This design comes from an exercise in tuning for small area, a short achievable clock period and few clock cycles per item on the open sky130 flow, not from production work.
Function was checked by simulation only, so behaviour that the tests miss may differ from the original.
Power and IR drop assume default switching activity.

[flow/constraint.sdc]
create_clock -name core_clock -period 7.0 [get_ports {clk}]
set_input_delay 1.4000 -clock core_clock [delete_from_list [all_inputs] [get_ports {clk}]]
set_output_delay 1.4000 -clock core_clock [all_outputs]
set_load 0.01 [all_outputs]
[flow/run.sh]
#!/bin/bash
# synth_recipe.tcl (not shown) runs the flow's synth.tcl, then flattens the netlist and writes it again
# the make line also repeats each setting of config.mk as NAME=value (left out here)
make -C /OpenROAD-flow-scripts/flow DESIGN_CONFIG=/design/flow/config.mk WORK_HOME=/design/flow/orfs CLKGATE_MAP_FILE= SYNTH_SCRIPT=/design/flow/synth_recipe.tcl finish
[flow/config.mk]
export PLATFORM = sky130hd
export DESIGN_NAME = zigzag_matrix_reorder_core
export DESIGN_NICKNAME = zigzag_matrix_reorder_core
export VERILOG_FILES = /design/flow/design.v
export SDC_FILE = /design/flow/constraint.sdc
export NUM_CORES = 4
export LEC_CHECK = 0
export CAP_MARGIN = 20
export CORE_MARGIN = 2
export CORE_UTILIZATION = 40
export SLEW_MARGIN = 20
[flow/design.v]
package zmr_pkg;
  localparam int MAX_ROWS = 8;
  localparam int MAX_COLS = 8;
  localparam int DEPTH    = MAX_ROWS * MAX_COLS;
  localparam int AW       = $clog2(DEPTH);
  localparam int DW       = 32;
  localparam int RW       = $clog2(MAX_ROWS);
  localparam int CW       = $clog2(MAX_COLS);
  localparam int SZW      = 4;
  localparam int CNTW     = 7;
  typedef logic [AW-1:0]        addr_t;
  typedef logic signed [DW-1:0] data_t;
  typedef struct packed {
    logic [RW-1:0] rows_m1;
    logic [CW-1:0] cols_m1;
  } dim_t;
  typedef struct packed {
    logic  vld;
    addr_t addr;
    logic  last;
  } rd_req_t;
  typedef struct packed {
    data_t data;
    logic  last;
  } out_word_t;
  typedef enum logic [0:0] {
    CFG_ROW_COUNT = 1'b0,
    CFG_COL_COUNT = 1'b1
  } cfg_idx_t;
  function automatic logic [2:0] size_m1(input logic [SZW-1:0] v,
                                         input logic [SZW-1:0] lim);
    logic [SZW-1:0] t;
    t = v;
    if (v == '0) begin
      t = SZW'(1);
    end else if (v > lim) begin
      t = lim;
    end
    t = t - SZW'(1);
    size_m1 = t[2:0];
  endfunction
endpackage
module zmr_store (
  input  logic          clk,
  input  logic          we,
  input  zmr_pkg::addr_t waddr,
  input  zmr_pkg::data_t wdata,
  input  logic          re,
  input  zmr_pkg::addr_t raddr,
  output zmr_pkg::data_t rdata
);
  zmr_pkg::data_t mem [0:zmr_pkg::DEPTH-1];
  zmr_pkg::data_t rdata_r;
  always_ff @(posedge clk) begin
    if (we) begin
      mem[waddr] <= wdata;
    end
  end
  always_ff @(posedge clk) begin
    if (re) begin
      rdata_r <= mem[raddr];
    end
  end
  assign rdata = rdata_r;
endmodule
module zmr_scan (
  input  logic             clk,
  input  logic             rst_n,
  input  logic             start,
  input  zmr_pkg::dim_t    dim,
  input  logic             adv,
  output zmr_pkg::rd_req_t req
);
  logic          active_r, active_nxt;
  logic          up_r, up_nxt;
  logic [zmr_pkg::RW-1:0] r_r, r_nxt, tr_r, tr_nxt, br_r, br_nxt;
  logic [zmr_pkg::CW-1:0] c_r, c_nxt, tc_r, tc_nxt, bc_r, bc_nxt;
  logic          at_last, end_diag;
  zmr_pkg::addr_t         cols_ext;
  assign cols_ext = zmr_pkg::AW'(dim.cols_m1) + zmr_pkg::AW'(1);
  assign at_last  = (r_r == dim.rows_m1) && (c_r == dim.cols_m1);
  assign end_diag = up_r ? (r_r == tr_r) : (r_r == br_r);
  assign req.vld  = active_r;
  assign req.addr = zmr_pkg::AW'(r_r) * cols_ext + zmr_pkg::AW'(c_r);
  assign req.last = at_last;
  always_comb begin
    active_nxt = active_r;
    up_nxt     = up_r;
    r_nxt      = r_r;
    c_nxt      = c_r;
    tr_nxt     = tr_r;
    tc_nxt     = tc_r;
    br_nxt     = br_r;
    bc_nxt     = bc_r;
    if (start) begin
      active_nxt = 1'b1;
      up_nxt     = 1'b0;
      r_nxt      = '0;
      c_nxt      = '0;
      tr_nxt     = '0;
      tc_nxt     = '0;
      br_nxt     = '0;
      bc_nxt     = '0;
    end else if (active_r && adv) begin
      if (at_last) begin
        active_nxt = 1'b0;
      end else if (end_diag) begin
        if (tc_r != dim.cols_m1) begin
          tc_nxt = tc_r + zmr_pkg::CW'(1);
        end else begin
          tr_nxt = tr_r + zmr_pkg::RW'(1);
        end
        if (br_r != dim.rows_m1) begin
          br_nxt = br_r + zmr_pkg::RW'(1);
        end else begin
          bc_nxt = bc_r + zmr_pkg::CW'(1);
        end
        up_nxt = !up_r;
        if (!up_r) begin
          r_nxt = br_nxt;
          c_nxt = bc_nxt;
        end else begin
          r_nxt = tr_nxt;
          c_nxt = tc_nxt;
        end
      end else if (up_r) begin
        r_nxt = r_r - zmr_pkg::RW'(1);
        c_nxt = c_r + zmr_pkg::CW'(1);
      end else begin
        r_nxt = r_r + zmr_pkg::RW'(1);
        c_nxt = c_r - zmr_pkg::CW'(1);
      end
    end
  end
  always_ff @(posedge clk) begin
    if (!rst_n) begin
      active_r <= 1'b0;
    end else begin
      active_r <= active_nxt;
    end
  end
  always_ff @(posedge clk) begin
    up_r <= up_nxt;
    r_r  <= r_nxt;
    c_r  <= c_nxt;
    tr_r <= tr_nxt;
    tc_r <= tc_nxt;
    br_r <= br_nxt;
    bc_r <= bc_nxt;
  end
endmodule
module zmr_outq (
  input  logic               clk,
  input  logic               rst_n,
  input  logic               push,
  input  zmr_pkg::out_word_t push_word,
  input  logic               pop,
  output logic               head_vld,
  output zmr_pkg::out_word_t head_word,
  output logic [1:0]         count
);
  logic [1:0] cnt_r, cnt_nxt;
  zmr_pkg::out_word_t  s0_r, s0_nxt, s1_r, s1_nxt;
  always_comb begin
    cnt_nxt = cnt_r + 2'(push) - 2'(pop);
    s0_nxt  = s0_r;
    s1_nxt  = s1_r;
    if (pop) begin
      s0_nxt = s1_r;
    end
    if (push) begin
      if ((cnt_r - 2'(pop)) == 2'd0) begin
        s0_nxt = push_word;
      end else begin
        s1_nxt = push_word;
      end
    end
  end
  always_ff @(posedge clk) begin
    if (!rst_n) begin
      cnt_r <= 2'd0;
    end else begin
      cnt_r <= cnt_nxt;
    end
  end
  always_ff @(posedge clk) begin
    s0_r <= s0_nxt;
    s1_r <= s1_nxt;
  end
  assign head_vld  = (cnt_r != 2'd0);
  assign head_word = s0_r;
  assign count     = cnt_r;
endmodule
module zigzag_matrix_reorder_core (
  input  logic                 clk,
  input  logic                 rst_n,
  input  logic                 in_valid,
  output logic                 in_stall,
  input  logic signed [31:0]   in_element_in,
  output logic                 out_valid,
  input  logic                 out_stall,
  output logic signed [31:0]   out_element_out,
  output logic                 out_last_of_scan,
  input  logic                 cfg_we,
  input  logic [0:0]           cfg_index,
  input  logic [3:0]           cfg_wdata
);
  logic [zmr_pkg::SZW-1:0]  row_cnt_r, col_cnt_r;
  logic [zmr_pkg::CNTW-1:0] load_cnt_r, load_cnt_nxt;
  logic [zmr_pkg::CNTW-1:0] total, ld_base, ld_inc;
  zmr_pkg::dim_t            dim;
  logic            in_acc, load_done, issue, pop;
  logic            rd_vld_r, rd_last_r;
  logic [1:0]      q_count, q_after_pop;
  zmr_pkg::rd_req_t         req;
  zmr_pkg::data_t           rd_data;
  zmr_pkg::out_word_t       head_word, push_word;
  always_ff @(posedge clk) begin
    if (!rst_n) begin
      row_cnt_r <= zmr_pkg::SZW'(zmr_pkg::MAX_ROWS);
      col_cnt_r <= zmr_pkg::SZW'(zmr_pkg::MAX_COLS);
    end else if (cfg_we) begin
      unique case (cfg_index)
        zmr_pkg::CFG_ROW_COUNT: row_cnt_r <= cfg_wdata;
        zmr_pkg::CFG_COL_COUNT: col_cnt_r <= cfg_wdata;
        default: ;
      endcase
    end
  end
  assign dim.rows_m1 = zmr_pkg::size_m1(row_cnt_r, zmr_pkg::SZW'(zmr_pkg::MAX_ROWS));
  assign dim.cols_m1 = zmr_pkg::size_m1(col_cnt_r, zmr_pkg::SZW'(zmr_pkg::MAX_COLS));
  assign total = (zmr_pkg::CNTW'(dim.rows_m1) + zmr_pkg::CNTW'(1)) * (zmr_pkg::CNTW'(dim.cols_m1) + zmr_pkg::CNTW'(1));
  assign in_stall  = req.vld;
  assign in_acc    = in_valid && !in_stall;
  assign ld_base   = (load_cnt_r >= total) ? '0 : load_cnt_r;
  assign ld_inc    = ld_base + zmr_pkg::CNTW'(1);
  assign load_done = in_acc && (ld_inc == total);
  always_comb begin
    load_cnt_nxt = load_cnt_r;
    if (cfg_we) begin
      load_cnt_nxt = '0;
    end else if (in_acc) begin
      load_cnt_nxt = load_done ? '0 : ld_inc;
    end
  end
  always_ff @(posedge clk) begin
    if (!rst_n) begin
      load_cnt_r <= '0;
    end else begin
      load_cnt_r <= load_cnt_nxt;
    end
  end
  assign pop         = out_valid && !out_stall;
  assign q_after_pop = q_count - 2'(pop);
  assign issue       = req.vld && ((q_after_pop + 2'(rd_vld_r)) < 2'd2);
  always_ff @(posedge clk) begin
    if (!rst_n) begin
      rd_vld_r <= 1'b0;
    end else begin
      rd_vld_r <= issue;
    end
  end
  always_ff @(posedge clk) begin
    if (issue) begin
      rd_last_r <= req.last;
    end
  end
  zmr_store u_store (
    .clk   (clk),
    .we    (in_acc),
    .waddr (ld_base[zmr_pkg::AW-1:0]),
    .wdata (in_element_in),
    .re    (issue),
    .raddr (req.addr),
    .rdata (rd_data)
  );
  zmr_scan u_scan (
    .clk   (clk),
    .rst_n (rst_n),
    .start (load_done),
    .dim   (dim),
    .adv   (issue),
    .req   (req)
  );
  assign push_word.data = rd_data;
  assign push_word.last = rd_last_r;
  zmr_outq u_outq (
    .clk       (clk),
    .rst_n     (rst_n),
    .push      (rd_vld_r),
    .push_word (push_word),
    .pop       (pop),
    .head_vld  (out_valid),
    .head_word (head_word),
    .count     (q_count)
  );
  assign out_element_out  = head_word.data;
  assign out_last_of_scan = head_word.last;
endmodule
==> results.txt <==
## synth_stat cells, types with 11 or more instances
library cell,instances
a21oi_1,20
a31oi_1,36
buf_1,20
buf_2,60
clkbuf_1,107
dfxtp_1,71
edfxtp_1,2114
ha_1,36
inv_1,30
mux2i_1,11
mux4_2,672
nand2_1,116
nand2b_1,11
nand3_1,30
nor2_1,144
nor2b_1,16
nor3_1,14
o21ai_0,21
xnor2_1,24
xor2_1,18
## cell type report
class | instances | share of cell area, %
multi-input combinational | 1264 | 19.84
timing repair buffer | 307 | 2.990
sequential | 2185 | 66.12
tap | 2805 | 3.576
clock buffer | 262 | 5.769
inverter | 32 | 0.1224
antenna | 9 | 0.02294
clock inverter | 145 | 1.553
## registers in the layout, summed over array words and instances (netlist names), 4 cells and up
name,cells
load_cnt_r,7
u_outq.s1_r,33
col_cnt_r,4
u_store.rdata_r,32
row_cnt_r,4
u_store.mem,2048
u_outq.s0_r,33
## per-layer routing
layer	global-route usage, %	part of all wire (%)	routed length (µm)	vias up
met5	0	0.030	63	-
met4	4.531	2.0	4152	8
met3	4.368	7.7	15980	261
met2	30.34	48	99630	1462
met1	27.09	42	86810	21540
li1	-	-	-	16270
## worst max path at each step
stage	startpoint	to	depth (start not counted)	slack, ns
after floorplan	col_cnt_r[1]	u_store.mem[53][0]	25	-0.48
after global routing	col_cnt_r[1]	u_scan.tr_r[2]	32	-0.01
after detailed placement	row_cnt_r[1]	u_scan.active_r	30	0.11
after global placement	row_cnt_r[1]	u_scan.active_r	30	0.10
final	row_cnt_r[1]	u_scan.tr_r[2]	30	0.34
after CTS	row_cnt_r[1]	u_scan.tc_r[0]	30	0.07
## worst max-delay path: cells and delay by family (launching register included)
family	cells	cell delay, ns
flops	1	0.32
simple gates	10	1.50
fa+ha+maj	6	2.30
compound gates	5	0.97
xor+xnor	4	0.83
buf+inv	5	0.57
## timing repair
action | in CTS | in global routing
gates resized for setup | 1 | 12
setup endpoints to repair | 6 | 394
hold buffers | 0 | 0
pin swaps | 0 | 10
setup buffers | 0 | 5
cloned | 0 | 2
## cells by family (layout without fill, tap and decap cells)
kind of cell,count (synthesis),in the layout,share of synthesized area [%]
other,0,9,0
muxes,684,684,18.04
DFF,2185,2185,76.74
AOI/OAI and AO/OA,116,116,0.8907
xor gates and xnor gates,46,46,0.5415
and+or+nand+nor,372,372,1.944
buffers and inverters,220,746,1.074
adders and majority gates,46,46,0.7693
## per-stage QoR
stage / utilization [%] / total power [µW] / setup slack (ns) / instance area, µm²
after global routing: 46.78 / 36990 / -0.01056 / 98140
after floorplan: - / 20730 / -0.4803 / 84740
after CTS: 46.71 / 36100 / 0.07363 / 97990
final: 46.79 / 35750 / 0.3408 / 98160
after global placement: 43.28 / 24490 / 0.1003 / 90790
after detailed placement: 43.28 / 24500 / 0.1117 / 90800
## report_power, final
| part | total (µW) | switching, µW | internal (µW) |
|---|---|---|---|
| registers | 14700 | 125 | 14600 |
| clock network | 11600 | 5040 | 6590 |
| logic | 9430 | 5100 | 4330 |
==> results.txt <==
Starting Density=40.31%; Skew-Pair Late Insertion Delay=0.88 ns; P_leak=0.03027 µW; Non-Filler Instances=7009; placed cells=6586; die height=463.8 µm; Root Driver=clkbuf_16; 1st-iter DRT viols=4700; Final setup viols=0; Core ar.=209800 µm²; Boundary Pins=77; clock slew at reported path FFs=0.06 ns; Max Cap Viol=0; Mapped Avg Cell Area=23.05 µm²; Worst EP required=7.72 ns; Detailed Place HPWL=124500 µm; Hold Path Class=reg2reg; DRC=0; final period utilization=95.13%; slowest stage cell, crit path=fa_1; DR WL/cell=29.48 µm; post-synthesis sequential area ratio=76.74%; fin crit period=6.659 ns; commonest non-fill, non-tap cells in the layout=edfxtp_1 (2114), mux4_2 (672), clkbuf_16 (221); FF+latch area=64900 µm²; Detailed Routing Iterations Pass 1=7; CP Data Arrival Time=7.38 ns; row cnt=168; synth unique cells=55; Die Wd=463.8 µm; fin. max-slew vios=0; nets@finish=4097; total negative setup slack=0 ns; vias per cell=5.641; area of the multi-input gates=19480 µm²; Synth Warn #=4; P&R area growth vs syn=16.06%; # fillers=17151; hold path cells=0; CTS Buf Count=219; DR vias=39541; hold_sp=u_store.rdata_r[2]; CP most frequent cell=nor2_1; routability congestion estimate=0.8255; largest net degree at the start of global routing=99; Worst-Margin Slew=1.072 ns; delay of the slowest critical-path stage=0.59 ns; Post-Route WL=206600 µm; CP Class=reg2reg; number of flops mapped to enable cells by yosys=2114; worst vdd ir=0.3024 mV; Post-Syn Instances=3669; CTS tree=yes; Synthesized Nets=3757; Final Skew=0.05665 ns; top-area cell type share of the netlist area=75.06%; status=finished clean; Die Area=215100 µm²; vias in the first global route=39941; critical path fanouts, max=5; worst rel slew slack=28.39%; number of antenna violations at the first check in global routing=31; Setup crit end kind=flip-flop; proportion of layout cells with a drive suffix above 1=32.11%; Post-Syn Area=84570 µm²; GR Util All Layers=19.16%; reg2reg end=u_scan.tr_r[2]; synth top area cells=edfxtp_1 (75%), mux4_2 (18%), dfxtp_1 (1.7%), nor2_1 (0.64%), ha_1 (0.53%); Fin Hold WS=0.4484 ns; Worst R2R Start=row_cnt_r[1]; post-synthesis register bit count=2185; reg2reg path depth=30; Clock Sink Count=2185; antenna viol nets, final=0; Power Dens Cells=364.2 nW/µm²; commonest non-fill, non-tap cell in the layout=edfxtp_1; first-pass GRT wire length=295600 µm; FMAX=0.1502 GHz; hold endpoint=u_outq.s1_r[3]; maximum root-to-sink buffer count=3; Top FF cell, synth=edfxtp_1; Final Hold Viols=0; Startpoint Class=flip-flop; total grt overflow=0; H-tree levels=4; worst reg2reg setup slack=0.34 ns; Yosys top cell by area=edfxtp_1; async set or reset register ratio after synthesis=0%; Port Buffer Count=76
Testbench counts, summed over its fixed seeds: cycles 28,194, items 14,009.

static timing again, ports no longer ideal:
How much do the figures lean on ideal ports? The routed layout below was timed once more, with nothing changed but the port constraints. Step 1: set_driving_cell puts a clkbuf_16 on clk and a buf_2 on each other input, an assumption about the parent block. Step 2 adds t to the input delays and takes it off the output delays; t is the mean of the earliest and latest rising clock arrival at the registers after step 1. Input paths then give back, and output paths get back, about the clock's delay inside the block. a / b / c = no drivers / after step 1 / after step 2; a / b = the first two.
t (ns): 0.942
setup WS [ns]: 0.341 / 0.341 / 0.341
worst data-port slew with drivers (ns): 0.19
After both steps this run still meets setup and hold. For this run, drivers alone change the setup slack by 0.000 ns; drivers and shift together by 0.000 ns.
